Background: an optimization exercise with open tools, aiming at small area, a short achievable clock period and few clock cycles per item. Do not read the settings as production practice. Where RTL was checked, it was by simulation tests only, not by an equivalence proof against the original. The RTL of runs 1 to 3 was laid out without a check of its function. Power and IR drop assume default switching activity.

<file path="flow/design.v">
`default_nettype none
package ex_pkg;
    localparam int unsigned DATA_WIDTH = 32;
    typedef enum logic [4:0] {
        OP_ADD    = 5'd0,
        OP_SUB    = 5'd1,
        OP_SLL    = 5'd2,
        OP_SLT    = 5'd3,
        OP_SLTU   = 5'd4,
        OP_XOR    = 5'd5,
        OP_SRL    = 5'd6,
        OP_SRA    = 5'd7,
        OP_OR     = 5'd8,
        OP_AND    = 5'd9,
        OP_LUI    = 5'd10,
        OP_BEQ    = 5'd11,   
        OP_BNE    = 5'd12,
        OP_BLT    = 5'd13,
        OP_BGE    = 5'd14,
        OP_BLTU   = 5'd15,
        OP_BGEU   = 5'd16,
        OP_JAL    = 5'd17,
        OP_JALR   = 5'd18,
        OP_MUL    = 5'd19,   
        OP_MULH   = 5'd20,
        OP_MULHSU = 5'd21,
        OP_MULHU  = 5'd22,
        OP_DIV    = 5'd23,
        OP_DIVU   = 5'd24,
        OP_REM    = 5'd25,
        OP_REMU   = 5'd26
    } alu_op_e;
    function automatic logic is_muldiv(input logic [4:0] op);
        is_muldiv = (op >= 5'd19) && (op <= 5'd26);
    endfunction
endpackage
`default_nettype wire
`timescale 1ns/10ps
`default_nettype none
module ex_alu (
    input  wire logic [31:0]  a,
    input  wire logic [31:0]  b,
    input  wire logic [31:0]  pc,
    input  wire logic [31:0]  imm,
    input  wire logic         sub,      
    input  wire logic         jalr,
    input  wire logic         f_add,    
    input  wire logic         f_sh,     
    input  wire logic         f_left,   
    input  wire logic         f_sra,    
    input  wire logic         f_slt,
    input  wire logic         f_sltu,
    input  wire logic         f_xor,
    input  wire logic         f_or,
    input  wire logic         f_and,
    input  wire logic         f_lui,
    input  wire logic         f_link,   
    input  wire logic         f_tgt,    
    input  wire logic [5:0]   f_br,     
    input  wire logic         sh_ovr,   
    input  wire logic [4:0]   sh_amt,
    output logic      [31:0]  sh_out,
    output logic      [31:0]  result,
    output logic              taken,
    output logic      [31:0]  target
);
    logic [31:0] bx;
    logic [32:0] sum;
    logic [31:0] diff;
    logic        ltu;
    logic        lt;
    logic        eq;
    logic [31:0] sin;
    logic [31:0] sout;
    logic [32:0] sr;
    logic [31:0] link;
    logic [31:0] tsum;
    assign bx = b ^ {32{sub}};
    assign sum  = {1'b0, a} + {1'b0, bx} + {32'd0, sub};
    assign diff = sum[31:0];
    assign ltu  = !sum[32];
    assign lt   = (a[31] ^ b[31]) ? a[31] : diff[31];
    assign eq   = (a == b);
    always_comb begin
        for (int i = 0; i < 32; i++) sin[i] = f_left ? a[31-i] : a[i];
    end
    assign sr = $signed({f_sra & a[31], sin}) >>> (sh_ovr ? sh_amt : b[4:0]);
    always_comb begin
        for (int i = 0; i < 32; i++) sout[i] = f_left ? sr[31-i] : sr[i];
    end
    assign sh_out = sout;
    assign link = {pc[31:2] + 30'd1, pc[1:0]};
    assign tsum = (jalr ? a : pc) + imm;
    assign result = ({32{f_add}} & diff) | ({32{f_sh}} & sout) |
                    {31'd0, (f_slt & lt) | (f_sltu & ltu)} |
                    ({32{f_xor}} & (a ^ b)) | ({32{f_or}} & (a | b)) |
                    ({32{f_and}} & (a & b)) | ({32{f_lui}} & b) |
                    ({32{f_link}} & link);
    assign taken  = (f_br[0] & eq) | (f_br[1] & !eq) | (f_br[2] & lt) | (f_br[3] & !lt) |
                    (f_br[4] & ltu) | (f_br[5] & !ltu) | f_link;
    assign target = {32{f_tgt}} & {tsum[31:1], tsum[0] & !jalr};
endmodule
`default_nettype wire
`timescale 1ns/10ps
`default_nettype none
module ex_muldiv (
    input  wire logic         clk,
    input  wire logic         rst_n,
    input  wire logic         act,      
    input  wire logic         is_div,   
    input  wire logic         a_signed,
    input  wire logic         b_signed,
    input  wire logic         want_rem,
    input  wire logic         mul_lo,   
    input  wire logic [31:0]  a,
    input  wire logic [31:0]  b,
    input  wire logic         adv,      
    input  wire logic         hold,     
    input  wire logic         park,     
    input  wire logic [64:0]  pdata,
    output logic      [64:0]  pout,
    output logic              fin,
    output logic              fin_n,    
    output logic      [31:0]  result,
    output logic              b_wr,     
    output logic      [31:0]  b_nxt,
    output logic              a_wr,     
    output logic      [31:0]  a_nxt,
    output logic              sh_ovr,   
    output logic      [4:0]   sh_amt,
    input  wire logic [31:0]  sh_out
);
    localparam int W = 45;   
    localparam int R = 37;   
    localparam logic [2:0] S_IDLE = 3'd0;
    localparam logic [2:0] S_MUL  = 3'd1;
    localparam logic [2:0] S_DN   = 3'd2;
    localparam logic [2:0] S_DIT  = 3'd3;
    localparam logic [2:0] S_FIN  = 3'd4;
    logic [2:0]   state;
    logic [6:0]   cnt;
    logic [R-1:0] r1;      
    logic [R-1:0] r2;      
    logic         bprev;   
    logic         cy;      
    logic         saq;     
    logic         sbq;     
    logic         bzq;     
    logic         abit;    
    logic sa, sb;
    assign sa = a_signed & a[31];
    assign sb = b_signed & b[31];
    logic first, start, mstep;
    assign first = (state == S_IDLE);
    assign start = first && act && !hold;
    assign mstep = (start && !is_div) || (state == S_MUL);
    function automatic void csa(input logic [W-1:0] x, input logic [W-1:0] y,
                                input logic [W-1:0] z,
                                output logic [W-1:0] s, output logic [W-1:0] c);
        s = x ^ y ^ z;
        c = ((x & y) | (x & z) | (y & z)) << 1;
    endfunction
    logic         last;
    logic [8:0]   bb;
    logic [32:0]  aext;
    logic [W-1:0] row [7];
    logic [3:0]   negd;
    logic [W-1:0] sA, cA, sB, cB, sC, cC, sD, cD, s5, c5;
    logic [8:0]   low;
    assign last = (state == S_MUL) && (cnt[1:0] == 2'd3);
    assign bb   = {b[7:0], bprev & !first};
    assign aext = {a_signed & a[31], a};
    always_comb begin
        logic         bn, one, two;
        logic [33:0]  sel;
        logic [W-1:0] px;
        for (int j = 0; j < 4; j++) begin
            bn       = bb[2*j+2] & !(bb[2*j+1] & bb[2*j]);
            one      = bb[2*j+1] ^ bb[2*j];
            two      = (bb[2*j+2] & !bb[2*j+1] & !bb[2*j]) | (!bb[2*j+2] & bb[2*j+1] & bb[2*j]);
            sel      = one ? {aext[32], aext} : (two ? {aext, 1'b0} : 34'd0);
            px       = {{(W-34){sel[33] ^ bn}}, sel ^ {34{bn}}};
            negd[j]  = bn;
            row[j+2] = px << (2*j);
        end
        row[0] = first ? '0 : {{(W-R){r1[R-1]}}, r1};
        row[1] = first ? '0 : {{(W-R){r2[R-1]}}, r2};
        row[3][0] = negd[0];
        row[4][2] = negd[1];
        row[5][4] = negd[2];
        row[6] = ((last && !b_signed && b[7]) ? ({{(W-33){aext[32]}}, aext} << 8) : '0)
                 | (W'(negd[3]) << 6);
        csa(row[0], row[1], row[6], sA, cA);
        csa(row[2], row[3], row[4], sB, cB);
        csa(sA, cA, row[5], sC, cC);
        csa(sC, cC, sB, sD, cD);
        csa(sD, cD, cB, s5, c5);
    end
    assign low = {1'b0, s5[7:0]} + {1'b0, c5[7:0]} + {8'd0, cy & !first};
    logic [31:0] ma;
    logic [5:0]  la, lb;
    logic        bz;
    logic        early;
    logic [32:0] remx;
    logic [33:0] dsum;
    logic        ge;
    logic [4:0]  nidx;
    function automatic logic [5:0] clz32(input logic [31:0] v);
        clz32 = 6'd32;
        for (int i = 0; i < 32; i++) if (v[i]) clz32 = 6'(31 - i);
    endfunction
    assign ma = sa ? -a : a;
    assign bz = (b == 32'd0);
    assign la = clz32(a ^ {32{sa}});
    assign lb = clz32(b ^ {32{sb}});
    assign early  = cnt[6] || bzq;
    assign sh_ovr = (state == S_DN);
    assign sh_amt = cnt[4:0] + 5'd1;
    assign nidx   = (state == S_DN) ? cnt[4:0] : cnt[4:0] - 5'd1;
    assign remx = {r2[31:0], abit};
    assign dsum = {1'b0, remx} + (sbq ? {2'b11, b} : ~{2'b00, b}) + {33'd0, !sbq};
    assign ge   = !dsum[33];
    logic [31:0] fx, fy, fsum, dres;
    logic        fneg;
    assign dres = want_rem ? r2[31:0] : r1[31:0];
    assign fneg = want_rem ? saq : (saq ^ sbq);
    assign fx   = is_div ? 32'd0 : r1[31:0];
    assign fy   = is_div ? (dres ^ {32{fneg}}) : r2[31:0];
    assign fsum = fx + fy + {31'd0, is_div ? fneg : cy};
    assign fin    = (state == S_FIN);
    assign result = is_div ? ((bzq && !want_rem) ? 32'hffff_ffff : fsum) : (mul_lo ? b : fsum);
    assign pout   = {r1[32:0], r2[31:0]};
    assign b_wr  = mstep;
    assign b_nxt = {low[7:0], b[31:8]};
    assign a_wr  = start && is_div;
    assign a_nxt = ma;
    logic [2:0] state_n;
    always_comb begin
        state_n = state;
        if (!rst_n) begin
            state_n = S_IDLE;
        end else begin
            case (state)
                S_IDLE: if (start) state_n = is_div ? S_DN : S_MUL;
                S_MUL:  if (cnt[1:0] == 2'd3) state_n = S_FIN;
                S_DN:   state_n = early ? S_FIN : S_DIT;
                S_DIT:  if (cnt[5:0] == 6'd0) state_n = S_FIN;
                default: if (adv) state_n = S_IDLE;
            endcase
        end
    end
    assign fin_n = (state_n == S_FIN);
    always_ff @(posedge clk) state <= state_n;
    always_ff @(posedge clk) begin
        if (park) begin
            r1 <= R'(pdata[64:32]);
            r2 <= R'(pdata[31:0]);
        end else if (mstep) begin
            cnt   <= first ? 7'd1 : cnt + 7'd1;
            r1    <= s5[W-1:8];
            r2    <= c5[W-1:8];
            cy    <= low[8];
            bprev <= bb[8];
        end else if (start) begin
            cnt <= 7'({1'b0, lb}) - 7'({1'b0, la}) + 7'(sa);
            saq <= sa;
            sbq <= sb;
            bzq <= bz;
        end else if (state == S_DN) begin
            r1   <= '0;
            r2   <= early ? R'(a) : ((cnt[5:0] >= 6'd31) ? '0 : R'(sh_out));
            abit <= !cnt[5] && a[nidx];
        end else if (state == S_DIT) begin
            cnt  <= cnt - 7'd1;
            r1   <= R'({r1[30:0], ge});
            r2   <= R'(ge ? dsum[31:0] : remx[31:0]);
            abit <= a[nidx];
        end
    end
endmodule
`default_nettype wire
`timescale 1ns/10ps
`default_nettype none
module ex_top #(
    parameter int LANES = 1
) (
    input  wire logic                           clk,
    input  wire logic                           rst_n,
    input  wire logic                           in_valid,
    output logic                                in_ready,   
    input  wire logic [4:0]                     op,   
    input  wire logic [ex_pkg::DATA_WIDTH-1:0]  rs1_data,
    input  wire logic [ex_pkg::DATA_WIDTH-1:0]  rs2_data,
    input  wire logic [ex_pkg::DATA_WIDTH-1:0]  pc,
    input  wire logic [ex_pkg::DATA_WIDTH-1:0]  imm,
    input  wire logic                           sel_pc,
    input  wire logic                           sel_imm,
    output logic                                out_valid,
    input  wire logic                           out_ready,
    output logic      [ex_pkg::DATA_WIDTH-1:0]  result,
    output logic                                branch_taken,
    output logic      [ex_pkg::DATA_WIDTH-1:0]  branch_target
);
    logic        x_valid;
    logic        x_free;     
    logic        x_valid_n, s_valid_n, x_ism_n, m_fin_n;
    logic [31:0] x_a, x_b, x_pc, x_imm;
    logic        x_sub, x_jalr;
    logic        f_add, f_sh, f_left, f_sra, f_slt, f_sltu, f_xor, f_or, f_and, f_lui;
    logic        f_link, f_tgt;
    logic [5:0]  f_br;
    logic        m_div, m_asg, m_bsg, m_rem, m_lo;
    logic        x_ism;
    logic        x_done;
    logic        x_adv;
    logic        br_in, jalr_in;
    assign br_in   = (op >= 5'd11) && (op <= 5'd16);
    assign jalr_in = (op == 5'd18);
    logic        m_fin;
    logic [31:0] m_result;
    logic        m_bwr;
    logic [31:0] m_bnxt;
    logic        o_valid, s_valid;
    logic [64:0] o_data, x_data;
    logic        park;
    logic [64:0] m_pout;
    logic        m_awr;
    logic [31:0] m_anxt;
    logic        sh_ovr;
    logic [4:0]  sh_amt;
    logic [31:0] sh_out;
    always_ff @(posedge clk) begin
        if (x_free) begin
            x_ism  <= (op >= 5'd19);
            f_add  <= (op == 5'd0) || (op == 5'd1);
            f_sh   <= (op == 5'd2) || (op == 5'd6) || (op == 5'd7);
            f_left <= (op == 5'd2);
            f_sra  <= (op == 5'd7);
            f_slt  <= (op == 5'd3);
            f_sltu <= (op == 5'd4);
            f_xor  <= (op == 5'd5);
            f_or   <= (op == 5'd8);
            f_and  <= (op == 5'd9);
            f_lui  <= (op == 5'd10);
            f_link <= (op == 5'd17) || (op == 5'd18);
            f_tgt  <= (op >= 5'd11) && (op <= 5'd18);
            for (int i = 0; i < 6; i++) f_br[i] <= (op == 5'(11 + i));
            m_div  <= (op >= 5'd23);
            m_asg  <= (op == 5'd20) || (op == 5'd21) || (op == 5'd23) || (op == 5'd25);
            m_bsg  <= (op == 5'd20) || (op == 5'd23) || (op == 5'd25);
            m_rem  <= (op == 5'd25) || (op == 5'd26);
            m_lo   <= (op == 5'd19);
            x_pc   <= pc;
            x_imm  <= imm;
            x_sub  <= (op == 5'd1) || (op == 5'd3) || (op == 5'd4) || br_in;
            x_jalr <= jalr_in;
        end
    end
    always_ff @(posedge clk) begin
        if (x_free) x_a <= (sel_pc && !br_in && !jalr_in) ? pc : rs1_data;
        else if (m_awr) x_a <= m_anxt;
    end
    always_ff @(posedge clk) begin
        if (x_free) x_b <= (sel_imm && !br_in) ? imm : rs2_data;
        else if (m_bwr) x_b <= m_bnxt;
    end
    always_ff @(posedge clk) begin
        x_valid <= x_valid_n;
    end
    logic [31:0] alu_result, alu_target;
    logic        alu_taken;
    ex_alu u_alu (
        .a      (x_a),
        .b      (x_b),
        .pc     (x_pc),
        .imm    (x_imm),
        .sub    (x_sub),
        .jalr   (x_jalr),
        .f_add  (f_add),
        .f_sh   (f_sh),
        .f_left (f_left),
        .f_sra  (f_sra),
        .f_slt  (f_slt),
        .f_sltu (f_sltu),
        .f_xor  (f_xor),
        .f_or   (f_or),
        .f_and  (f_and),
        .f_lui  (f_lui),
        .f_link (f_link),
        .f_tgt  (f_tgt),
        .f_br   (f_br),
        .sh_ovr (sh_ovr),
        .sh_amt (sh_amt),
        .sh_out (sh_out),
        .result (alu_result),
        .taken  (alu_taken),
        .target (alu_target)
    );
    ex_muldiv u_md (
        .clk    (clk),
        .rst_n  (rst_n),
        .act    (x_valid && x_ism),
        .is_div   (m_div),
        .a_signed (m_asg),
        .b_signed (m_bsg),
        .want_rem (m_rem),
        .mul_lo   (m_lo),
        .a      (x_a),
        .b      (x_b),
        .adv    (x_adv),
        .hold   (s_valid),
        .park   (park),
        .pdata  (x_data),
        .pout   (m_pout),
        .fin    (m_fin),
        .fin_n  (m_fin_n),
        .result (m_result),
        .b_wr   (m_bwr),
        .b_nxt  (m_bnxt),
        .a_wr   (m_awr),
        .a_nxt  (m_anxt),
        .sh_ovr (sh_ovr),
        .sh_amt (sh_amt),
        .sh_out (sh_out)
    );
    assign x_done   = !x_ism || m_fin;
    assign park     = o_valid && !out_ready && x_adv;
    assign x_adv    = x_valid && x_done && !s_valid;
    assign x_free   = !x_valid || (x_done && !s_valid);
    assign x_valid_n = rst_n && (x_free ? in_valid : x_valid);
    assign x_ism_n   = x_free ? (op >= 5'd19) : x_ism;
    assign s_valid_n = rst_n && !(!o_valid || out_ready) && (x_adv || s_valid);
    always_ff @(posedge clk) begin
        in_ready <= !x_valid_n || ((!x_ism_n || m_fin_n) && !s_valid_n);
    end
    assign x_data   = {alu_result | ({32{x_ism}} & m_result), alu_taken, alu_target};
    always_ff @(posedge clk) begin
        if (!rst_n) begin
            o_valid <= 1'b0;
            s_valid <= 1'b0;
        end else begin
            if (!o_valid || out_ready) o_valid <= s_valid || x_adv;
            s_valid <= s_valid_n;
        end
    end
    always_ff @(posedge clk) begin
        if (!o_valid || out_ready) begin
            o_data <= s_valid ? m_pout : x_data;
        end
    end
    assign out_valid     = o_valid;
    assign result        = o_data[64:33];
    assign branch_taken  = o_data[32];
    assign branch_target = o_data[31:0];
endmodule
`default_nettype wire
</file>
<file path="flow/flow/run.sh">
#!/bin/bash
set -e
cp config.mk config.orig.mk
sed -i '/SETUP_SLACK_MARGIN/d' config.mk
echo "export SETUP_SLACK_MARGIN = ${MARGIN:-7}" >> config.mk
cp standard.sh standard.copy.sh
bash standard.sh > standard.log 2>&1
</file>
<file path="flow/standard.sh">
#!/bin/bash
# synth_recipe.tcl (not shown) runs the flow's synth.tcl, then flattens the netlist and writes it again
# the make line also repeats each setting of config.mk as NAME=value (left out here)
make -C /OpenROAD-flow-scripts/flow DESIGN_CONFIG=/design/flow/config.mk WORK_HOME=/design/flow/orfs CLKGATE_MAP_FILE= SYNTH_SCRIPT=/design/flow/synth_recipe.tcl "${@:-finish}"
</file>
<file path="flow/config.mk">
export PLATFORM = sky130hd
export DESIGN_NAME = ex_top
export DESIGN_NICKNAME = ex_top
export VERILOG_FILES = /design/flow/design.v
export SDC_FILE = /design/flow/constraint.sdc
export NUM_CORES = 4
export LEC_CHECK = 0
export CAP_MARGIN = 20
export CORE_MARGIN = 2
export CORE_UTILIZATION = 40
export PLACE_DENSITY = 0.6
export SLEW_MARGIN = 20
export SETUP_SLACK_MARGIN = 7
</file>
<file path="flow/constraint.sdc">
create_clock -name core_clock -period 12.0 [get_ports {clk}]
set_input_delay 2.4000 -clock core_clock [delete_from_list [all_inputs] [get_ports {clk}]]
set_output_delay 2.4000 -clock core_clock [all_outputs]
set_load 0.01 [all_outputs]
</file>
==> results of run 1 <==
## layout by cell type, fill, tap and decap left out, types with 23 or more instances in the layout
| cell | n |
|---|---|
| nand2_1 | 622 |
| o21ai_0 | 377 |
| inv_1 | 312 |
| edfxtp_1 | 296 |
| a21oi_1 | 265 |
| nor2_1 | 260 |
| xnor2_1 | 240 |
| ha_1 | 224 |
| clkdlybuf4s50_1 | 205 |
| mux2i_1 | 199 |
| fa_1 | 190 |
| buf_4 | 179 |
| xor2_1 | 166 |
| nor2b_1 | 130 |
| nand3_1 | 120 |
| mux2_2 | 72 |
| a21o_1 | 72 |
| nor3_1 | 63 |
| o211ai_1 | 62 |
| and3_1 | 58 |
| a221oi_1 | 54 |
| nor4_1 | 51 |
| clkbuf_16 | 48 |
| a211oi_1 | 45 |
| a31oi_1 | 39 |
| a22oi_1 | 35 |
| o21a_1 | 29 |
| nand2b_1 | 26 |
| a221o_1 | 26 |
| o221ai_1 | 23 |
## sequential cells by signal, summed over array words and instances (netlist names), 3 cells and up
signal / flops
o_data: 65
u_md.r2: 37
u_md.r1: 36
x_a: 32
x_b: 32
x_imm: 32
x_pc: 32
u_md.cnt: 7
f_br: 6
u_md.state: 3
## worst paths after layout
path	startpoint	to	slack [ns]	cells after the start
worst max-delay path	x_a[11]	u_md.cnt[6]	6.97	20
worst min register to register	u_md.r2[33]	u_md.r2[33]	0.45	2
worst max register to register	x_a[11]	u_md.cnt[6]	6.97	20
worst min-delay path	u_md.r2[33]	u_md.r2[33]	0.45	2
## layout make-up
type                    instances  area, µm²
flip-flops and latches        312       9220
fillers                      9820      53200
multi-input cells            3835      29300
inverters                     328       1250
well taps                    1357       1700
diodes                          3       7.51
clock buffers                  51       1140
clock inverters                22        256
repair buffers                430       4240
## tightest hold or removal path, delay by kind of cell, from the launching register on
| kind | cells | cell delay [ns] |
|---|---|---|
| flip-flops | 1 | 0.32 |
| AND/OR/NAND/NOR | 1 | 0.04 |
| AO/OA/AOI/OAI | 1 | 0.05 |
## logic make-up after synthesis
kind of cell             Yosys count  synth area share, %
AND/OR/NAND/NOR                 1430                 16.1
flip-flops                       312                 22.7
buffers and inverters            716                 6.80
adder cells (fa/ha/maj)          424                 16.7
AO/OA/AOI/OAI                   1258                 19.9
multiplexers                     308                 8.80
XOR/XNOR                         415                 8.98
## report_power, final
| part | switching (mW) | internal (mW) | total (mW) |
|---|---|---|---|
| Clock | 0.563 | 0.762 | 1.32 |
| Sequential | 0.370 | 1.60 | 1.97 |
| Combinational | 5.36 | 3.45 | 8.82 |
| Total | 6.30 | 5.81 | 12.1 |
## through the flow
stage	total power, mW	utilization (%)	setup slack [ns]	hold slack (ns)
2_1_floorplan	7.08	-	7.00	0.417
3_3_place_gp	10.0	43.8	6.09	0.431
3_5_place_dp	10.0	43.8	6.05	0.436
4_1_cts	11.5	45.9	6.79	0.449
5_1_grt	12.8	47.0	6.81	0.482
6_report	12.1	47.0	6.97	0.447
## what timing repair did
| action | CTS | global route |
|---|---|---|
| endpoints found under the setup margin | 117 | 76 |
| pin swaps | 17 | 51 |
| cloned | 5 | 5 |
| setup buffers | 25 | 44 |
| gates resized for setup | 83 | 117 |
## per-layer routing
metal  routed length, µm  share of wire (%)  global-route usage [%]  up-vias
met2               81200                 41                    53.7     2869
met4               13100                6.6                    19.2       12
met3               25900                 13                    10.5      592
li1                    -                  -                       -    17429
met5                 230               0.12                       0        -
met1               76900                 39                    49.5    19505
==> qor.tcl, run 1 <==
set qor(crit_chain) {buf_4, clkinv_1, mux2_2, o22ai_1, o21ai_0, a22oi_1, a21oi_1, o22ai_1, o21ai_0, a311oi_1, a21oi_1, ha_4, fa_2, a21o_1, a21oi_2, o21bai_1, a21oi_1, xor2_1, a221oi_1, a21oi_1}
set qor(postPlaceCellArea_mm2) 0.0439
set qor(largest_net_degree_at_the_start_of_global_routing) 78
set qor(cell_count_final_fillers_out) 6338
set qor(worst_ep_arrival_time_ns) 5.41
set qor(fin_worst_skew_ns) 0.0483
set qor(worst_ep_required_time_ns) 12.37
set qor(htreeDepth) 2
set qor(timing.setup.critical_path_class) {reg -> reg}
set qor(critPathMaxStageDelay_ns) 0.48
set qor(design.portCount) 206
set qor(detail_route.wirelength_um) 197000
set qor(number_of_placement_rows) 116
set qor(route.detailed.drc) 0
set qor(max_clock_freq_ghz) 0.199
set qor(post_synth_num_cell_types) 91
set qor(die-width_um) 322
set qor(clk_transition_reported_paths_ns) 0.07
set qor(drive_gt1_share_pct) 10.8
set qor(syn_inst) 4863
set qor(placement.io_buffers) 205
set qor(worst_hold_path_type) {reg -> reg}
set qor(grt_first_pass_wirelength_um) 275000
set qor(routed_via_density) 6.38
set qor(groute.usage.overall_pct) 36.9
set qor(drt_iter0_drc) 6053
set qor(async_flop_share_pct) 0
set qor(avgRoutedWirePerCell_um) 31.1
set qor(vias) 40407
set qor(vdd.ir_drop.worst_mv) 0.165
set qor(path_common_cell) {a21oi_1}
set qor(antenna_violations_before_repair) 10
set qor(path_delay_family) {compound AO/OA/AOI/OAI gates}
set qor(gp_congestion) 1.05
set qor(timing.setup.tns_ns) 0
set qor(ys_warn_count) 4
set qor(die_h_um) 322
set qor(transition_time_at_the_pin_with_the_least_slew_margin_ns) 1.26
set qor(initial_utilization_pct) 40.4
set qor(cts_made_buffers) 40
set qor(cts_hold_buf) 0
set qor(ant_nets) 0
set qor(period_needed_ns) 5.03
set qor(synth_seq_area_share_pct) 22.7
set qor(cts_num_sinks) 312
set qor(synth_top_cell_area_share_pct) 22.0
set qor(design.final.nets) 5510
set qor(maxSlewViolCount) 0
set qor(static_leakage_power_nw) 18.9
set qor(synth_top_cell_by_area) {edfxtp_1}
set qor(clk_root_buf) {clkbuf_16}
set qor(clk_latency_ns) 0.65
set qor(crit_path_max_fanout) 21
set qor(ys.flop_type) {edfxtp_1}
set qor(powerDensity_mw_per_mm2) 257
set qor(fin_crit_sh_pct) 42.0
set qor(mappedNetlistArea_mm2) 0.0405
set qor(timing.slew.headroom_pct) 15.0
set qor(first_global_vias) 37322
set qor(fp.dieArea_mm2) 0.104
set qor(synth-edff-count) 296
set qor(yosys-top-cells-count) {624 x nand2_1, 392 x o21ai_0, 318 x inv_1, 306 x clkbuf_1, 296 x edfxtp_1}
set qor(grt_remaining_overflow) 0
set qor(final_cell_area_mm2) 0.0471
set qor(grt_setup_unrepaired) {yes}
set qor(syn-mean-instance-area_um2) 8.33
set qor(maxCapViolCount) 0
set qor(critical_path.slowest_cell) {clkinv_1}
set qor(worst_setup_path_start_kind) {flip-flop}
set qor(yosys-top-cells-area) {edfxtp_1 22%, fa_1 9.6%, ha_1 7.1%, nand2_1 5.8%, xnor2_1 5.3%}
set qor(place_inst) 6181
set qor(run_status) {complete, no violations}
set qor(cts_max_path_buffers) 3
set qor(layout-area-overhead-vs-synth_pct) 16.3
set qor(place_hpwl_um) 145000
set qor(yosys_register_bits) 312
set qor(finalHoldViolations) 0
set qor(crit_path_end_kind) {flip-flop}
set qor(core_region_area_mm2) 0.100
set qor(mapped_nets) 5426
set qor(timing.final.setup_violations) 0
set qor(cts_tree) {built}
set qor(crit_buf_inv) 2
set qor(most_used_standard_cell_by_instance_count_after_synthesis) {nand2_1}
set qor(dr.pass1.iters) 9
==> run 2, diff against run 1 <==
--- a/flow/config.mk
+++ b/flow/config.mk
@@ -7,7 +7,7 @@
 export LEC_CHECK = 0
 export CAP_MARGIN = 20
 export CORE_MARGIN = 2
-export CORE_UTILIZATION = 40
-export PLACE_DENSITY = 0.6
+export CORE_UTILIZATION = 60
+export PLACE_DENSITY = 0.75
 export SLEW_MARGIN = 20
 export SETUP_SLACK_MARGIN = 7
==> run 2 against run 1 <==
Clock-buffer cell count fell by 5. Clock skew down 0.0057 ns. Cell count decreased by 7.7%. Largest cell class unchanged. Still clean. Synthesized area did not move. Global-route usage grew 15 points. Sequential share of layout area up 0.29 points. Clock power about the same. Worst setup slack got worse by 0.055 ns. Design area down 1.4%. Largest power group unchanged.
==> qor.tcl, run 2 <==
set qor(worst_hold_path.endpoint) {u_md.r2[33]}
set qor(design.portCount) 206
set qor(dp_slack_ns) 5.78
set qor(routed-wl-met2_um) 73500
set qor(reg_top3) {o_data: 65 flops, u_md.r2: 37 flops, u_md.r1: 36 flops}
set qor(timing.critical_path.depth) 18
set qor(period_needed_ns) 5.09
set qor(mappedNetlistArea_mm2) 0.0405
set qor(most_used_standard_cell_by_instance_count_after_synthesis) {nand2_1}
set qor(place_hpwl_um) 135000
set qor(max_clock_freq_ghz) 0.196
set qor(maxSlewViolCount) 0
set qor(ys_warn_count) 4
set qor(fp.dieArea_mm2) 0.0696
set qor(cts_tree) {built}
set qor(met3WireLength_um) 33500
set qor(htreeDepth) 2
set qor(postPlaceCellArea_mm2) 0.0433
set qor(grt_remaining_overflow) 0
set qor(route.detailed.drc) 0
set qor(synth-edff-count) 296
set qor(critical_path.reg2reg.startpoint) {x_jalr}
set qor(path_common_cell) {a21oi_1}
set qor(post_synth_num_cell_types) 91
set qor(fin_total_pwr_mw) 12.1
set qor(drive_gt1_share_pct) 10.6
set qor(dr.pass1.iters) 17
set qor(largest_register_ff_count) 65
set qor(yosys_register_bits) 312
set qor(number_of_placement_rows) 95
set qor(largest_net_degree_at_the_start_of_global_routing) 74
set qor(syn-mean-instance-area_um2) 8.33
set qor(fin_crit_sh_pct) 42.4
set qor(crit_chain) {buf_12, mux2_2, ha_1, fa_1, a21oi_1, o21bai_1, a21oi_1, o21bai_1, a21oi_1, o21ai_1, a2111oi_4, buf_4, nor4_2, o221ai_2, xnor2_1, nand2_1, mux2_2, o21ai_0}
set qor(final.fill_count) 5562
set qor(timing.setup.critical_path_class) {reg -> reg}
set qor(worst_r2r_endpoint) {u_md.r2[28]}
set qor(worst_setup_slack_final_ns) 6.91
set qor(finalHoldViolations) 0
set qor(crit_path_end_kind) {flip-flop}
set qor(grt_setup_unrepaired) {yes}
set qor(static_leakage_power_nw) 18.8
set qor(worst_ep_required_time_ns) 12.44
set qor(yosys-top-cells-count) {624 x nand2_1, 392 x o21ai_0, 318 x inv_1, 306 x clkbuf_1, 296 x edfxtp_1}
set qor(groute.usage.overall_pct) 51.9
set qor(timing.slew.headroom_pct) 15.3
set qor(die-width_um) 264
set qor(ant_nets) 0
set qor(most_common_library_cell_in_the_layout_ignoring_fill_and_taps) {nand2_1}
set qor(grt_first_pass_wirelength_um) 264000
set qor(cts_num_sinks) 312
set qor(die_h_um) 264
set qor(final_cell_area_mm2) 0.0464
set qor(crit_path_max_fanout) 34
set qor(timing.setup.tns_ns) 0
set qor(synth_seq_area_share_pct) 22.7
set qor(powerDensity_mw_per_mm2) 260
set qor(ys.flop_type) {edfxtp_1}
set qor(clk_transition_reported_paths_ns) 0.06
set qor(initial_utilization_pct) 60.4
set qor(cts_max_path_buffers) 3
set qor(place_inst) 5687
set qor(crit_buf_inv) 2
set qor(transition_time_at_the_pin_with_the_least_slew_margin_ns) 1.26
set qor(drt_iter0_drc) 7262
set qor(clk_latency_ns) 0.62
set qor(regMostFlops) {o_data}
set qor(synth_top_cell_area_share_pct) 22.0
set qor(antenna_violations_before_repair) 11
set qor(path_delay_family) {compound AO/OA/AOI/OAI gates}
set qor(first_global_vias) 38910
set qor(worstHoldPathCells) 2
set qor(routed_via_density) 7.17
set qor(timing.reg2reg.setup_slack_ns) 6.91
set qor(final_cell_mix) {620 x nand2_1, 377 x o21ai_0, 310 x inv_1, 296 x edfxtp_1, 271 x a21oi_1}
set qor(length_in_cells_of_the_worst_reg_to_reg_path) 18
set qor(async_flop_share_pct) 0
set qor(worst_setup_path_start_kind) {flip-flop}
set qor(holdCritStartpoint) {u_md.r2[33]}
set qor(syn_inst) 4863
set qor(design.final.nets) 5502
set qor(cell_count_final_fillers_out) 5847
set qor(run_status) {complete, no violations}
set qor(mapped_nets) 5426
set qor(avgRoutedWirePerCell_um) 32.0
set qor(worst_hold_path_type) {reg -> reg}
set qor(gp_congestion) 1.10
set qor(critical_path.slowest_cell) {xnor2_1}
set qor(met1Wirelength_um) 63200
set qor(vias) 41896
set qor(placement.io_buffers) 205
set qor(vdd.ir_drop.worst_mv) 0.207
set qor(highest_metal_layer_with_signal_wires) {met5}
set qor(fin_worst_skew_ns) 0.0427
set qor(cts_made_buffers) 39
set qor(critPathMaxStageDelay_ns) 0.58
set qor(worst_ep_arrival_time_ns) 5.53
set qor(detail_route.wirelength_um) 187000
set qor(yosys-top-cells-area) {edfxtp_1 22%, fa_1 9.6%, ha_1 7.1%, nand2_1 5.8%, xnor2_1 5.3%}
set qor(synth_top_cell_by_area) {edfxtp_1}
set qor(core_region_area_mm2) 0.0670
set qor(timing.final.setup_violations) 0
set qor(clk_root_buf) {clkbuf_16}
set qor(layout-area-overhead-vs-synth_pct) 14.6
set qor(maxCapViolCount) 0
## run 2: cell counts after synthesis
Identical to the previous run, type by type.
## run 2: through the flow
step | util (%) | hold WS, ns
after floorplan | - | 0.417
after global placement | 64.5 | 0.429
after detailed placement | 64.5 | 0.443
after CTS | 68.0 | 0.457
after global routing | 69.2 | 0.488
final | 69.2 | 0.464
## run 2: layout make-up
type | count | area, µm² | area share (%)
flip-flops and latches | 312 | 9220 | 19.9
repair buffers | 422 | 4170 | 8.97
multi-input cells | 3835 | 29300 | 63.1
repair inverters | 1 | 5.00 | 0.0108
inverters | 328 | 1260 | 2.72
diodes | 4 | 10.0 | 0.0216
clock inverters | 26 | 334 | 0.720
clock buffers | 46 | 1020 | 2.20
well taps | 873 | 1090 | 2.35
## run 2: power by group
group,switching (mW),internal (mW),total [mW]
combinational,5.45,3.38,8.82
clock,0.549,0.748,1.30
sequential,0.334,1.60,1.94
## run 2: metal layers
metal	vias up	track usage [%]
li1	17428	-
met4	16	33.8
met5	-	0
met3	1068	26.7
met2	3695	72.8
met1	19689	62.2
## run 2: how the worst max path moves through the flow
stage | slack, ns | startpoint | endpoint
floorplan | 7.00 | out_ready | u_md.r1[11]
global placement | 5.91 | m_rem | u_md.r1[25]
detailed placement | 5.78 | m_rem | u_md.r1[25]
CTS | 7.00 | x_sub | o_data[32]
global route | 6.79 | x_a[0] | u_md.cnt[6]
finish | 6.91 | x_jalr | u_md.r2[28]
## run 2: worst register-to-register path: stages (launching register included)
cell       delay (ns)
edfxtp_1         0.43
buf_12           0.22
mux2_2           0.26
ha_1             0.41
fa_1             0.30
a21oi_1          0.07
o21bai_1         0.18
a21oi_1          0.10
o21bai_1         0.20
a21oi_1          0.12
o21ai_1          0.44
a2111oi_4        0.20
buf_4            0.19
nor4_2           0.45
o221ai_2         0.24
xnor2_1          0.58
nand2_1          0.16
mux2_2           0.31
o21ai_0          0.07
## run 2: cells by family (layout without fill, tap and decap cells)
family	Yosys count	after routing	synth area share, %
adder cells (fa/ha/maj)	424	424	16.7
AO/OA/AOI/OAI	1258	1258	19.9
AND/OR/NAND/NOR	1430	1430	16.1
flip-flops	312	312	22.7
multiplexers	308	308	8.80
XOR/XNOR	415	415	8.98
other	0	4	0
buffers and inverters	716	823	6.80
## run 2: timing repair
action	in CTS	in global routing
resized for setup	108	106
cloned	8	3
buffers inserted	38	35
setup endpoints to repair	135	85
hold buffers	0	0
pin swaps	20	38
==> run 3, diff against run 2 <==
--- a/flow/design.v
+++ b/flow/design.v
@@ -40,10 +40,8 @@
 module ex_alu (
     input  wire logic [31:0]  a,
     input  wire logic [31:0]  b,
-    input  wire logic [31:0]  pc,
-    input  wire logic [31:0]  imm,
+    input  wire logic [31:0]  t,
     input  wire logic         sub,      
-    input  wire logic         jalr,
     input  wire logic         f_add,    
     input  wire logic         f_sh,     
     input  wire logic         f_left,   
@@ -54,8 +52,9 @@
     input  wire logic         f_or,
     input  wire logic         f_and,
     input  wire logic         f_lui,
-    input  wire logic         f_link,   
+    input  wire logic         f_jump,   
     input  wire logic         f_tgt,    
+    input  wire logic         f_jalr,
     input  wire logic [5:0]   f_br,     
     input  wire logic         sh_ovr,   
     input  wire logic [4:0]   sh_amt,
@@ -73,8 +72,6 @@
     logic [31:0] sin;
     logic [31:0] sout;
     logic [32:0] sr;
-    logic [31:0] link;
-    logic [31:0] tsum;
     assign bx = b ^ {32{sub}};
     assign sum  = {1'b0, a} + {1'b0, bx} + {32'd0, sub};
     assign diff = sum[31:0];
@@ -89,16 +86,14 @@
         for (int i = 0; i < 32; i++) sout[i] = f_left ? sr[31-i] : sr[i];
     end
     assign sh_out = sout;
-    assign link = {pc[31:2] + 30'd1, pc[1:0]};
-    assign tsum = (jalr ? a : pc) + imm;
     assign result = ({32{f_add}} & diff) | ({32{f_sh}} & sout) |
                     {31'd0, (f_slt & lt) | (f_sltu & ltu)} |
                     ({32{f_xor}} & (a ^ b)) | ({32{f_or}} & (a | b)) |
                     ({32{f_and}} & (a & b)) | ({32{f_lui}} & b) |
-                    ({32{f_link}} & link);
+                    ({32{f_jalr}} & t);
     assign taken  = (f_br[0] & eq) | (f_br[1] & !eq) | (f_br[2] & lt) | (f_br[3] & !lt) |
-                    (f_br[4] & ltu) | (f_br[5] & !ltu) | f_link;
-    assign target = {32{f_tgt}} & {tsum[31:1], tsum[0] & !jalr};
+                    (f_br[4] & ltu) | (f_br[5] & !ltu) | f_jump;
+    assign target = ({32{f_tgt}} & t) | ({32{f_jalr}} & {diff[31:1], 1'b0});
 endmodule
 `default_nettype wire
 `timescale 1ns/10ps
@@ -151,7 +146,8 @@
     assign sa = a_signed & a[31];
     assign sb = b_signed & b[31];
     logic first, start, mstep;
-    assign first = (state == S_IDLE);
+    logic idle_q, dn_q, mlast;   
+    assign first = idle_q;
     assign start = first && act && !hold;
     assign mstep = (start && !is_div) || (state == S_MUL);
     function automatic void csa(input logic [W-1:0] x, input logic [W-1:0] y,
@@ -167,7 +163,7 @@
     logic [3:0]   negd;
     logic [W-1:0] sA, cA, sB, cB, sC, cC, sD, cD, s5, c5;
     logic [8:0]   low;
-    assign last = (state == S_MUL) && (cnt[1:0] == 2'd3);
+    assign last = mlast;
     assign bb   = {b[7:0], bprev & !first};
     assign aext = {a_signed & a[31], a};
     always_comb begin
@@ -214,9 +210,9 @@
     assign la = clz32(a ^ {32{sa}});
     assign lb = clz32(b ^ {32{sb}});
     assign early  = cnt[6] || bzq;
-    assign sh_ovr = (state == S_DN);
-    assign sh_amt = cnt[4:0] + 5'd1;
-    assign nidx   = (state == S_DN) ? cnt[4:0] : cnt[4:0] - 5'd1;
+    assign sh_ovr = dn_q;
+    assign sh_amt = cnt[4:0];
+    assign nidx   = dn_q ? cnt[4:0] : cnt[4:0] - 5'd1;
     assign remx = {r2[31:0], abit};
     assign dsum = {1'b0, remx} + (sbq ? {2'b11, b} : ~{2'b00, b}) + {33'd0, !sbq};
     assign ge   = !dsum[33];
@@ -250,7 +246,12 @@
         end
     end
     assign fin_n = (state_n == S_FIN);
-    always_ff @(posedge clk) state <= state_n;
+    always_ff @(posedge clk) begin
+        state  <= state_n;
+        idle_q <= (state_n == S_IDLE);
+        dn_q   <= (state_n == S_DN);
+        mlast  <= rst_n && mstep && !first && (cnt[1:0] == 2'd2);
+    end
     always_ff @(posedge clk) begin
         if (park) begin
             r1 <= R'(pdata[64:32]);
@@ -268,7 +269,7 @@
             bzq <= bz;
         end else if (state == S_DN) begin
             r1   <= '0;
-            r2   <= early ? R'(a) : ((cnt[5:0] >= 6'd31) ? '0 : R'(sh_out));
+            r2   <= early ? R'(a) : (cnt[5] ? '0 : R'(sh_out[31:1]));
             abit <= !cnt[5] && a[nidx];
         end else if (state == S_DIT) begin
             cnt  <= cnt - 7'd1;
@@ -304,17 +305,18 @@
     logic        x_valid;
     logic        x_free;     
     logic        x_valid_n, s_valid_n, x_ism_n, m_fin_n;
-    logic [31:0] x_a, x_b, x_pc, x_imm;
-    logic        x_sub, x_jalr;
+    logic [31:0] x_a, x_b, x_t;
+    logic        x_sub;
     logic        f_add, f_sh, f_left, f_sra, f_slt, f_sltu, f_xor, f_or, f_and, f_lui;
-    logic        f_link, f_tgt;
+    logic        f_jump, f_tgt, f_jalr;
     logic [5:0]  f_br;
     logic        m_div, m_asg, m_bsg, m_rem, m_lo;
     logic        x_ism;
     logic        x_done;
     logic        x_adv;
-    logic        br_in, jalr_in;
+    logic        br_in, jal_in, jalr_in;
     assign br_in   = (op >= 5'd11) && (op <= 5'd16);
+    assign jal_in  = (op == 5'd17);
     assign jalr_in = (op == 5'd18);
     logic        m_fin;
     logic [31:0] m_result;
@@ -332,7 +334,7 @@
     always_ff @(posedge clk) begin
         if (x_free) begin
             x_ism  <= (op >= 5'd19);
-            f_add  <= (op == 5'd0) || (op == 5'd1);
+            f_add  <= (op == 5'd0) || (op == 5'd1) || jal_in;
             f_sh   <= (op == 5'd2) || (op == 5'd6) || (op == 5'd7);
             f_left <= (op == 5'd2);
             f_sra  <= (op == 5'd7);
@@ -342,26 +344,25 @@
             f_or   <= (op == 5'd8);
             f_and  <= (op == 5'd9);
             f_lui  <= (op == 5'd10);
-            f_link <= (op == 5'd17) || (op == 5'd18);
-            f_tgt  <= (op >= 5'd11) && (op <= 5'd18);
+            f_jump <= jal_in || jalr_in;
+            f_tgt  <= (op >= 5'd11) && (op <= 5'd17);
+            f_jalr <= jalr_in;
             for (int i = 0; i < 6; i++) f_br[i] <= (op == 5'(11 + i));
             m_div  <= (op >= 5'd23);
             m_asg  <= (op == 5'd20) || (op == 5'd21) || (op == 5'd23) || (op == 5'd25);
             m_bsg  <= (op == 5'd20) || (op == 5'd23) || (op == 5'd25);
             m_rem  <= (op == 5'd25) || (op == 5'd26);
             m_lo   <= (op == 5'd19);
-            x_pc   <= pc;
-            x_imm  <= imm;
+            x_t    <= jalr_in ? {pc[31:2] + 30'd1, pc[1:0]} : pc + imm;
             x_sub  <= (op == 5'd1) || (op == 5'd3) || (op == 5'd4) || br_in;
-            x_jalr <= jalr_in;
         end
     end
     always_ff @(posedge clk) begin
-        if (x_free) x_a <= (sel_pc && !br_in && !jalr_in) ? pc : rs1_data;
+        if (x_free) x_a <= ((sel_pc && !br_in && !jalr_in) || jal_in) ? pc : rs1_data;
         else if (m_awr) x_a <= m_anxt;
     end
     always_ff @(posedge clk) begin
-        if (x_free) x_b <= (sel_imm && !br_in) ? imm : rs2_data;
+        if (x_free) x_b <= jal_in ? 32'd4 : (((sel_imm || jalr_in) && !br_in) ? imm : rs2_data);
         else if (m_bwr) x_b <= m_bnxt;
     end
     always_ff @(posedge clk) begin
@@ -372,10 +373,8 @@
     ex_alu u_alu (
         .a      (x_a),
         .b      (x_b),
-        .pc     (x_pc),
-        .imm    (x_imm),
+        .t      (x_t),
         .sub    (x_sub),
-        .jalr   (x_jalr),
         .f_add  (f_add),
         .f_sh   (f_sh),
         .f_left (f_left),
@@ -386,8 +385,9 @@
         .f_or   (f_or),
         .f_and  (f_and),
         .f_lui  (f_lui),
-        .f_link (f_link),
+        .f_jump (f_jump),
         .f_tgt  (f_tgt),
+        .f_jalr (f_jalr),
         .f_br   (f_br),
         .sh_ovr (sh_ovr),
         .sh_amt (sh_amt),
--- a/flow/config.mk
+++ b/flow/config.mk
@@ -7,7 +7,7 @@
 export LEC_CHECK = 0
 export CAP_MARGIN = 20
 export CORE_MARGIN = 2
-export CORE_UTILIZATION = 60
-export PLACE_DENSITY = 0.75
+export CORE_UTILIZATION = 40
+export PLACE_DENSITY = 0.6
 export SLEW_MARGIN = 20
 export SETUP_SLACK_MARGIN = 7
==> run 3 against run 2 <==
Routed wire length rose by 6.0%. Power down 3.0%. Critical path depth down 3. Critical endpoint is now x_t[31]. Largest cell class unchanged.
==> qor.tcl, run 3 <==
set qor(run_status) {complete, no violations}
set qor(largest_register_ff_count) 65
set qor(fraction_of_power_consumed_by_combinational_cells_pct) 73.8
set qor(timing.setup.critical_path_class) {in -> reg}
set qor(hold-worst-slack_ns) 0.455
set qor(number_of_placement_rows) 115
set qor(syn-mean-instance-area_um2) 8.12
set qor(total_switching_power_mw) 6.23
set qor(die-width_um) 320
set qor(placement.io_buffers) 205
set qor(holdCritStartpoint) {u_md.r2[33]}
set qor(cts_hold_buf) 0
set qor(gr-max-usage-layer) {met2}
set qor(max_clock_freq_ghz) 0.199
set qor(vdd.ir_drop.worst_mv) 0.171
set qor(fp.dieArea_mm2) 0.102
set qor(grtUsageMet1_pct) 49.4
set qor(synth_top_cell_area_share_pct) 19.9
set qor(regMostFlops) {o_data}
set qor(synth-edff-count) 264
set qor(post_synth_num_cell_types) 97
set qor(crit_path_max_fanout) 4
set qor(die_h_um) 320
set qor(cts_num_sinks) 283
set qor(place_inst) 6146
set qor(yosys-top-cells-count) {528 x nand2_1, 358 x nor2_1, 357 x o21ai_0, 344 x inv_1, 317 x a21oi_1}
set qor(ant_nets) 0
set qor(groute.layer.met2.usage_pct) 53.7
set qor(htreeDepth) 2
set qor(detail_route.wirelength_um) 199000
set qor(yosys-top-cells-area) {edfxtp_1 20%, fa_1 9.7%, ha_1 7.2%, nand2_1 5.0%, xnor2_1 4.9%}
set qor(cts_max_path_buffers) 3
set qor(syn_inst) 4918
set qor(critical_path.reg2reg.startpoint) {x_b[15]}
set qor(power_frac_clock_pct) 10.8
set qor(critPathMaxStageDelay_ns) 0.44
set qor(dr.pass1.iters) 7
set qor(crit_path_from) {imm[5]}
set qor(fin_worst_skew_ns) 0.0280
set qor(synth_top_cell_by_area) {edfxtp_1}
set qor(route.detailed.drc) 0
set qor(crit_buf_inv) 1
set qor(maxCapViolCount) 0
set qor(fin_crit_sh_pct) 41.8
set qor(vias) 41188
set qor(transition_time_at_the_pin_with_the_least_slew_margin_ns) 1.22
set qor(routed_via_density) 6.52
set qor(ys_warn_count) 4
set qor(power.share.switching_pct) 53.3
set qor(timing.slew.headroom_pct) 18.7
set qor(postPlaceCellArea_mm2) 0.0433
set qor(period_needed_ns) 5.02
set qor(groute.usage.overall_pct) 37.0
set qor(initial_utilization_pct) 40.5
set qor(core_region_area_mm2) 0.0987
set qor(cts_made_buffers) 39
set qor(layout-area-overhead-vs-synth_pct) 16.8
set qor(first_global_vias) 38035
set qor(maxSlewViolCount) 0
set qor(worst_ep_required_time_ns) 12.45
set qor(clk_root_buf) {clkbuf_16}
set qor(worst_hold_path_type) {reg -> reg}
set qor(synth_seq_area_share_pct) 20.8
set qor(intPower_mw) 5.47
set qor(largest_net_degree_at_the_start_of_global_routing) 108
set qor(gp_congestion) 1.08
set qor(mappedNetlistArea_mm2) 0.0399
set qor(design.portCount) 206
set qor(final_cell_area_mm2) 0.0467
set qor(static_leakage_power_nw) 18.7
set qor(path_delay_family) {compound AO/OA/AOI/OAI gates}
set qor(worst_ep_arrival_time_ns) 5.47
set qor(final.fill_count) 9721
set qor(grt_setup_unrepaired) {yes}
set qor(crit_path_end_kind) {flip-flop}
set qor(reg_top3) {o_data: 65 flops, u_md.r2: 37 flops, u_md.r1: 36 flops}
set qor(global_route.usage.met3_pct) 11.6
set qor(design.final.nets) 5561
set qor(place_hpwl_um) 147000
set qor(cell_count_final_fillers_out) 6316
set qor(share_seq_of_total_power_pct) 15.4
set qor(grt_first_pass_wirelength_um) 276000
set qor(avgRoutedWirePerCell_um) 31.4
set qor(drt_iter0_drc) 5729
set qor(clk_transition_reported_paths_ns) 0.06
set qor(cts_tree) {built}
set qor(finalHoldViolations) 0
set qor(powerDensity_mw_per_mm2) 251
set qor(ys.flop_type) {edfxtp_1}
set qor(yosys_register_bits) 283
set qor(most_common_library_cell_in_the_layout_ignoring_fill_and_taps) {nand2_1}
set qor(async_flop_share_pct) 0
set qor(critical_path.slowest_cell) {o41a_1}
set qor(antenna_violations_before_repair) 6
set qor(clk_latency_ns) 0.60
set qor(mapped_nets) 5482
set qor(grt_remaining_overflow) 0
set qor(drive_gt1_share_pct) 11.4
set qor(most_used_standard_cell_by_instance_count_after_synthesis) {nand2_1}
set qor(timing.setup.tns_ns) 0
set qor(crit_chain) {dlygate4sd2_1, ha_4, o21a_1, o21ai_2, or2_4, o221ai_4, o311ai_4, o221ai_2, o41a_1, nand4_1, a31oi_2, mux2i_1, nor2_1, mux2_4, a21oi_2}
set qor(worst_setup_path_start_kind) {primary input}
set qor(timing.final.setup_violations) 0
set qor(final_cell_mix) {524 x nand2_1, 348 x nor2_1, 335 x o21ai_0, 334 x inv_1, 305 x a21oi_1}
## run 3: cell types whose count changed after synthesis, sizes merged, moves of 23 or more
cell,previous run,this run
nor2b,132,107
mux2i,203,173
o21ai,403,362
edfxtp,296,264
inv,320,347
a21oi,282,319
nor3,66,125
mux2,79,40
nand2,624,528
nor4,63,32
xnor2,246,223
o22ai,14,50
nor2,265,358
## run 3: cell families after synthesis
logic type	count (synthesis)	synth area share, %
DFF	283	20.8
muxes	242	7.11
adders and majority gates	425	17.0
buffers and inverters	753	7.20
xor gates and xnor gates	395	8.66
AOI/OAI and AO/OA	1385	22.9
and+or+nand+nor	1435	16.4
## run 3: layer usage
metal	vias to the layer above	part of all wire, %
met2	3138	40
met5	-	0.012
met1	19629	38
met3	668	14
li1	17749	-
met4	4	7.2
## run 3: worst paths after layout
check	endpoint	cells past startpoint	slack, ns
worst max-delay path	x_t[31]	15	6.98
worst max register to register	o_data[28]	15	7.05
worst min-delay path	u_md.r2[33]	2	0.45
worst min register to register	u_md.r2[33]	2	0.45
## run 3: per-stage QoR
step / util [%] / worst slack, ns / power, mW
floorplan: - / 6.83 / 6.68
global placement: 43.9 / 5.53 / 9.73
detailed placement: 43.9 / 5.54 / 9.77
CTS: 46.2 / 7.00 / 11.2
global route: 47.3 / 6.85 / 12.3
finish: 47.3 / 6.98 / 11.7
## run 3: power groups by stage
stage               logic (mW)  registers [mW]  clock network (mW)
global placement          7.92            1.81                   0
detailed placement        7.97            1.81                   0
global route              9.18            1.81                1.30
finish                    8.64            1.80                1.26
CTS                       8.15            1.77                1.27
floorplan                 5.04            1.64                   0
## run 3: cell type report
class / count / area (µm²) / area share [%]
well taps: 1287 / 1610 / 3.45
clock buffers: 47 / 1090 / 2.34
inverters: 358 / 1370 / 2.94
multi-input cells: 3882 / 29800 / 63.8
flip-flops and latches: 283 / 8320 / 17.8
diodes: 1 / 2.50 / 0.00536
repair buffers: 432 / 4230 / 9.07
clock inverters: 25 / 259 / 0.555
repair inverters: 1 / 7.51 / 0.0161
## run 3: worst register-to-register path, stage by stage (launching register included)
cell and delay [ns]:
edfxtp_1 0.69, xor2_1 0.29, ha_1 0.42, a21o_1 0.19
a21o_1 0.18, a21o_1 0.18, a21o_1 0.16, a21o_1 0.17
a221oi_1 0.65, a21oi_1 0.23, o31ai_1 0.44, a21oi_1 0.12
or2_1 0.23, xor2_1 0.32, a22oi_1 0.21, o21ai_0 0.28
## run 3: timing repair
| item | CTS | global route |
|---|---|---|
| buffers inserted | 41 | 44 |
| endpoints found under the setup margin | 192 | 84 |
| pin swaps | 26 | 55 |
| gates resized for setup | 163 | 139 |
| gates cloned | 4 | 8 |
| hold endpoints to repair | 0 | 0 |
==> run 4, diff against run 3 <==
--- a/flow/design.v
+++ b/flow/design.v
@@ -138,7 +138,8 @@
     logic [R-1:0] r2;      
     logic         bprev;   
     logic         cy;      
-    logic         saq;     
+    logic         fneg;    
+    logic         ones;    
     logic         sbq;     
     logic         bzq;     
     logic         abit;    
@@ -202,8 +203,28 @@
     logic        ge;
     logic [4:0]  nidx;
     function automatic logic [5:0] clz32(input logic [31:0] v);
-        clz32 = 6'd32;
-        for (int i = 0; i < 32; i++) if (v[i]) clz32 = 6'(31 - i);
+        logic [15:0] z1;  logic [15:0] c1;        
+        logic [7:0]  z2;  logic [7:0][1:0] c2;    
+        logic [3:0]  z3;  logic [3:0][2:0] c3;    
+        logic [1:0]  z4;  logic [1:0][3:0] c4;    
+        for (int i = 0; i < 16; i++) begin
+            z1[i] = !(v[2*i+1] | v[2*i]);
+            c1[i] = !v[2*i+1];
+        end
+        for (int i = 0; i < 8; i++) begin
+            z2[i] = z1[2*i+1] & z1[2*i];
+            c2[i] = z1[2*i+1] ? {1'b1, c1[2*i]} : {1'b0, c1[2*i+1]};
+        end
+        for (int i = 0; i < 4; i++) begin
+            z3[i] = z2[2*i+1] & z2[2*i];
+            c3[i] = z2[2*i+1] ? {1'b1, c2[2*i]} : {1'b0, c2[2*i+1]};
+        end
+        for (int i = 0; i < 2; i++) begin
+            z4[i] = z3[2*i+1] & z3[2*i];
+            c4[i] = z3[2*i+1] ? {1'b1, c3[2*i]} : {1'b0, c3[2*i+1]};
+        end
+        if (z4[1] & z4[0]) clz32 = 6'd32;
+        else clz32 = z4[1] ? {2'b01, c4[0]} : {2'b00, c4[1]};
     endfunction
     assign ma = sa ? -a : a;
     assign bz = (b == 32'd0);
@@ -217,14 +238,12 @@
     assign dsum = {1'b0, remx} + (sbq ? {2'b11, b} : ~{2'b00, b}) + {33'd0, !sbq};
     assign ge   = !dsum[33];
     logic [31:0] fx, fy, fsum, dres;
-    logic        fneg;
     assign dres = want_rem ? r2[31:0] : r1[31:0];
-    assign fneg = want_rem ? saq : (saq ^ sbq);
     assign fx   = is_div ? 32'd0 : r1[31:0];
     assign fy   = is_div ? (dres ^ {32{fneg}}) : r2[31:0];
     assign fsum = fx + fy + {31'd0, is_div ? fneg : cy};
     assign fin    = (state == S_FIN);
-    assign result = is_div ? ((bzq && !want_rem) ? 32'hffff_ffff : fsum) : (mul_lo ? b : fsum);
+    assign result = mul_lo ? b : (fsum | {32{is_div && ones}});
     assign pout   = {r1[32:0], r2[31:0]};
     assign b_wr  = mstep;
     assign b_nxt = {low[7:0], b[31:8]};
@@ -264,9 +283,10 @@
             bprev <= bb[8];
         end else if (start) begin
             cnt <= 7'({1'b0, lb}) - 7'({1'b0, la}) + 7'(sa);
-            saq <= sa;
-            sbq <= sb;
-            bzq <= bz;
+            fneg <= want_rem ? sa : (sa ^ sb);
+            ones <= bz && !want_rem;
+            sbq  <= sb;
+            bzq  <= bz;
         end else if (state == S_DN) begin
             r1   <= '0;
             r2   <= early ? R'(a) : (cnt[5] ? '0 : R'(sh_out[31:1]));
==> run 4 against run 3 <==
Power up 7.0%. Still clean. Critical path type is now reg -> reg. Sequential share of layout area up 0.67 points. Combinational power up 8.4%. Critical path depth unchanged.
==> qor.tcl, run 4 <==
set qor(most_used_standard_cell_by_instance_count_after_synthesis) {nand2_1}
set qor(place_hpwl_um) 144000
set qor(most_common_library_cell_in_the_layout_ignoring_fill_and_taps) {nand2_1}
set qor(timing.setup.tns_ns) 0
set qor(ant_nets) 0
set qor(largest_net_degree_at_the_start_of_global_routing) 67
set qor(fin_total_pwr_mw) 12.5
set qor(vias) 39101
set qor(met3WireLength_um) 24200
set qor(worst_ep_arrival_time_ns) 5.33
set qor(highest_metal_layer_with_signal_wires) {met5}
set qor(reg_top3) {o_data: 65 flops, u_md.r2: 37 flops, u_md.r1: 36 flops}
set qor(crit_path_end_kind) {flip-flop}
set qor(transition_time_at_the_pin_with_the_least_slew_margin_ns) 1.31
set qor(synth_seq_area_share_pct) 21.1
set qor(yosys-top-cells-area) {edfxtp_1 20%, fa_1 9.8%, ha_1 7.4%, mux2i_1 6.4%, xnor2_1 4.9%}
set qor(design.final.nets) 5330
set qor(avgRoutedWirePerCell_um) 30.8
set qor(clk_transition_reported_paths_ns) 0.06
set qor(grt_setup_unrepaired) {yes}
set qor(crit_path_max_fanout) 26
set qor(dr.pass1.iters) 9
set qor(fin_worst_skew_ns) 0.0352
set qor(period_needed_ns) 5.04
set qor(vdd.ir_drop.worst_mv) 0.200
set qor(met1Wirelength_um) 73900
set qor(fp.dieArea_mm2) 0.101
set qor(timing.final.setup_violations) 0
set qor(yosys-top-cells-count) {487 x nand2_1, 345 x inv_1, 332 x o21ai_0, 320 x clkbuf_1, 294 x nor2_1}
set qor(timing.slew.headroom_pct) 12.9
set qor(mapped_nets) 5301
set qor(groute.usage.overall_pct) 35.7
set qor(gp_congestion) 1.09
set qor(dp_slack_ns) 5.70
set qor(grt_remaining_overflow) 0
set qor(critPathMaxStageDelay_ns) 0.59
set qor(syn-mean-instance-area_um2) 8.34
set qor(mappedNetlistArea_mm2) 0.0395
set qor(htreeDepth) 2
set qor(cts_made_buffers) 38
set qor(worst_setup_slack_final_ns) 6.96
set qor(largest_register_ff_count) 65
set qor(drive_gt1_share_pct) 9.85
set qor(ys.flop_type) {edfxtp_1}
set qor(antenna_violations_before_repair) 6
set qor(grt_first_pass_wirelength_um) 264000
set qor(routed-wl-met2_um) 75400
set qor(synth-edff-count) 265
set qor(design.portCount) 206
set qor(placement.io_buffers) 205
set qor(number_of_placement_rows) 115
set qor(timing.setup.critical_path_class) {reg -> reg}
set qor(crit_chain) {buf_6, buf_12, or2_4, o21ai_0, a22oi_1, fa_2, fa_1, a211oi_2, o21bai_2, a21oi_1, xnor2_1, o221ai_1, nand4_1, a21oi_1, o21ai_0}
set qor(yosys_register_bits) 284
set qor(worst_ep_required_time_ns) 12.29
set qor(initial_utilization_pct) 40.2
set qor(static_leakage_power_nw) 17.9
set qor(clk_root_buf) {clkbuf_16}
set qor(run_status) {complete, no violations}
set qor(detail_route.wirelength_um) 187000
set qor(final_util_pct) 46.0
set qor(critical_path.slowest_cell) {a21oi_1}
set qor(regMostFlops) {o_data}
set qor(cts_hold_buf) 0
set qor(place_inst) 5981
set qor(final_cell_mix) {484 x nand2_1, 339 x inv_1, 315 x o21ai_0, 289 x nor2_1, 266 x a21oi_1}
set qor(cell_count_final_fillers_out) 6084
set qor(worst_setup_path_start_kind) {flip-flop}
set qor(post_synth_num_cell_types) 86
set qor(maxCapViolCount) 0
set qor(die-width_um) 318
set qor(syn_inst) 4736
set qor(max_clock_freq_ghz) 0.198
set qor(finalHoldViolations) 0
set qor(synth_top_cell_by_area) {edfxtp_1}
set qor(powerDensity_mw_per_mm2) 278
set qor(cts_max_path_buffers) 3
set qor(synth_top_cell_area_share_pct) 20.2
set qor(route.detailed.drc) 0
set qor(fin_crit_sh_pct) 42.0
set qor(first_global_vias) 36328
set qor(drt_iter0_drc) 5754
set qor(cts_tree) {built}
set qor(async_flop_share_pct) 0
set qor(layout-area-overhead-vs-synth_pct) 14.3
set qor(core_region_area_mm2) 0.0981
set qor(ys_warn_count) 4
set qor(clk_latency_ns) 0.60
set qor(cts_num_sinks) 284
set qor(worst_hold_path_type) {reg -> reg}
set qor(maxSlewViolCount) 0
set qor(routed_via_density) 6.43
set qor(die_h_um) 318
-- run 4: cell count changes in the layout (fill, tap and decap cells not counted), sizes merged, moves of 26 or more --
cell,previous run,this run
mux2i,173,252
nor2,358,294
buf,224,166
a21oi,319,276
nand2,528,487
mux2,40,73
a22o,28,54
-- run 4: kinds of logic (layout without fill, tap and decap cells) --
group           after synthesis  after routing  synth area share (%)
fa+ha+maj                   426            426                  17.2
simple gates               1302           1302                  15.2
other cells                   0              3                     0
mux                         352            352                  10.1
xor+xnor                    374            374                  8.30
buf+inv                     734            792                  7.11
compound gates             1264           1264                  21.0
flops                       284            284                  21.1
-- run 4: worst paths after layout --
check / slack (ns) / to / cells after the start / from
worst max-delay path: 6.96 / u_md.r1[7] / 15 / m_rem
worst min-delay path: 0.45 / u_md.r1[33] / 2 / u_md.r1[33]
worst max register to register: 6.96 / u_md.r1[7] / 15 / m_rem
worst min register to register: 0.45 / u_md.r1[33] / 2 / u_md.r1[33]
-- run 4: per-stage QoR --
stage	hold slack [ns]	instance area, µm²
floorplan	0.417	39500
global placement	0.430	42900
CTS	0.449	44600
finish	0.446	45100
global route	0.474	45100
detailed placement	0.437	42900
-- run 4: worst max-delay path, delay by kind of cell (launching register included) --
kind / cells / cell delay, ns
fa+ha+maj: 2 / 0.92
buf+inv: 2 / 0.44
compound gates: 8 / 2.30
flops: 1 / 0.38
xor+xnor: 1 / 0.13
simple gates: 2 / 0.55
-- run 4: routing by layer --
layer  track usage (%)  vias up
met5                 0        -
met4              21.0        4
met3              11.0      540
met2              50.9     2713
met1              47.3    18803
li1                  -    17041
-- run 4: area by class of cell --
class,instances,area (µm²)
Antenna cell,3,7.51
Clock buffer,41,983
Clock inverter,28,273
Fill cell,9626,53000
Inverter,349,1330
Multi-Input combinational cell,3718,29100
Sequential cell,284,8340
Tap cell,1287,1610
Timing Repair Buffer,372,3460
Timing Repair inverter,2,10.0
-- run 4: where the power goes --
group	internal (mW)	switching, mW	leakage [nW]
Combinational	3.55	5.82	14.4
Clock	0.685	0.506	0.604
Sequential	1.56	0.399	2.91
Total	5.80	6.73	17.9
-- run 4: repair_timing --
| action | in CTS | in global routing |
|---|---|---|
| gates resized for setup | 86 | 87 |
| setup buffers | 12 | 15 |
| endpoints found under the setup margin | 88 | 107 |
| endpoints found under the hold margin | 0 | 0 |
| pin swaps | 19 | 24 |
| gates cloned | 2 | 2 |
Testbench counts of run 4, summed over its fixed seeds: cycles 141,602, items 80,000.

-- port drivers added, routing unchanged --
How much do the figures lean on ideal ports? The routed layouts below were timed once more, with nothing changed but the port constraints.
Step 1 assumes that a clkbuf_16 drives the clock port and a buf_2 every other input.
Step 2 adds t to the input delays and takes it off the output delays; t is the mean of the earliest and latest rising clock arrival at the registers after step 1. Input paths then give back, and output paths get back, about the clock's delay inside the block.
a / b / c = ideal / step 1 / step 2; a / b = the first two.
run	t, ns	setup WS [ns]	pins driven straight from the clock port
run 1	0.701	6.965 / 6.965 / 6.542	1
run 2	0.670	6.910 / 6.910 / 6.475	1
run 3	0.657	6.982 / 7.018 / 6.361	1
run 4	0.661	6.956 / 6.956 / 6.418	1
After both steps setup and hold are still met in every run listed. The setup slack of run 3, which loses most, moves by +0.036 ns with the drivers and by -0.621 ns with both steps.
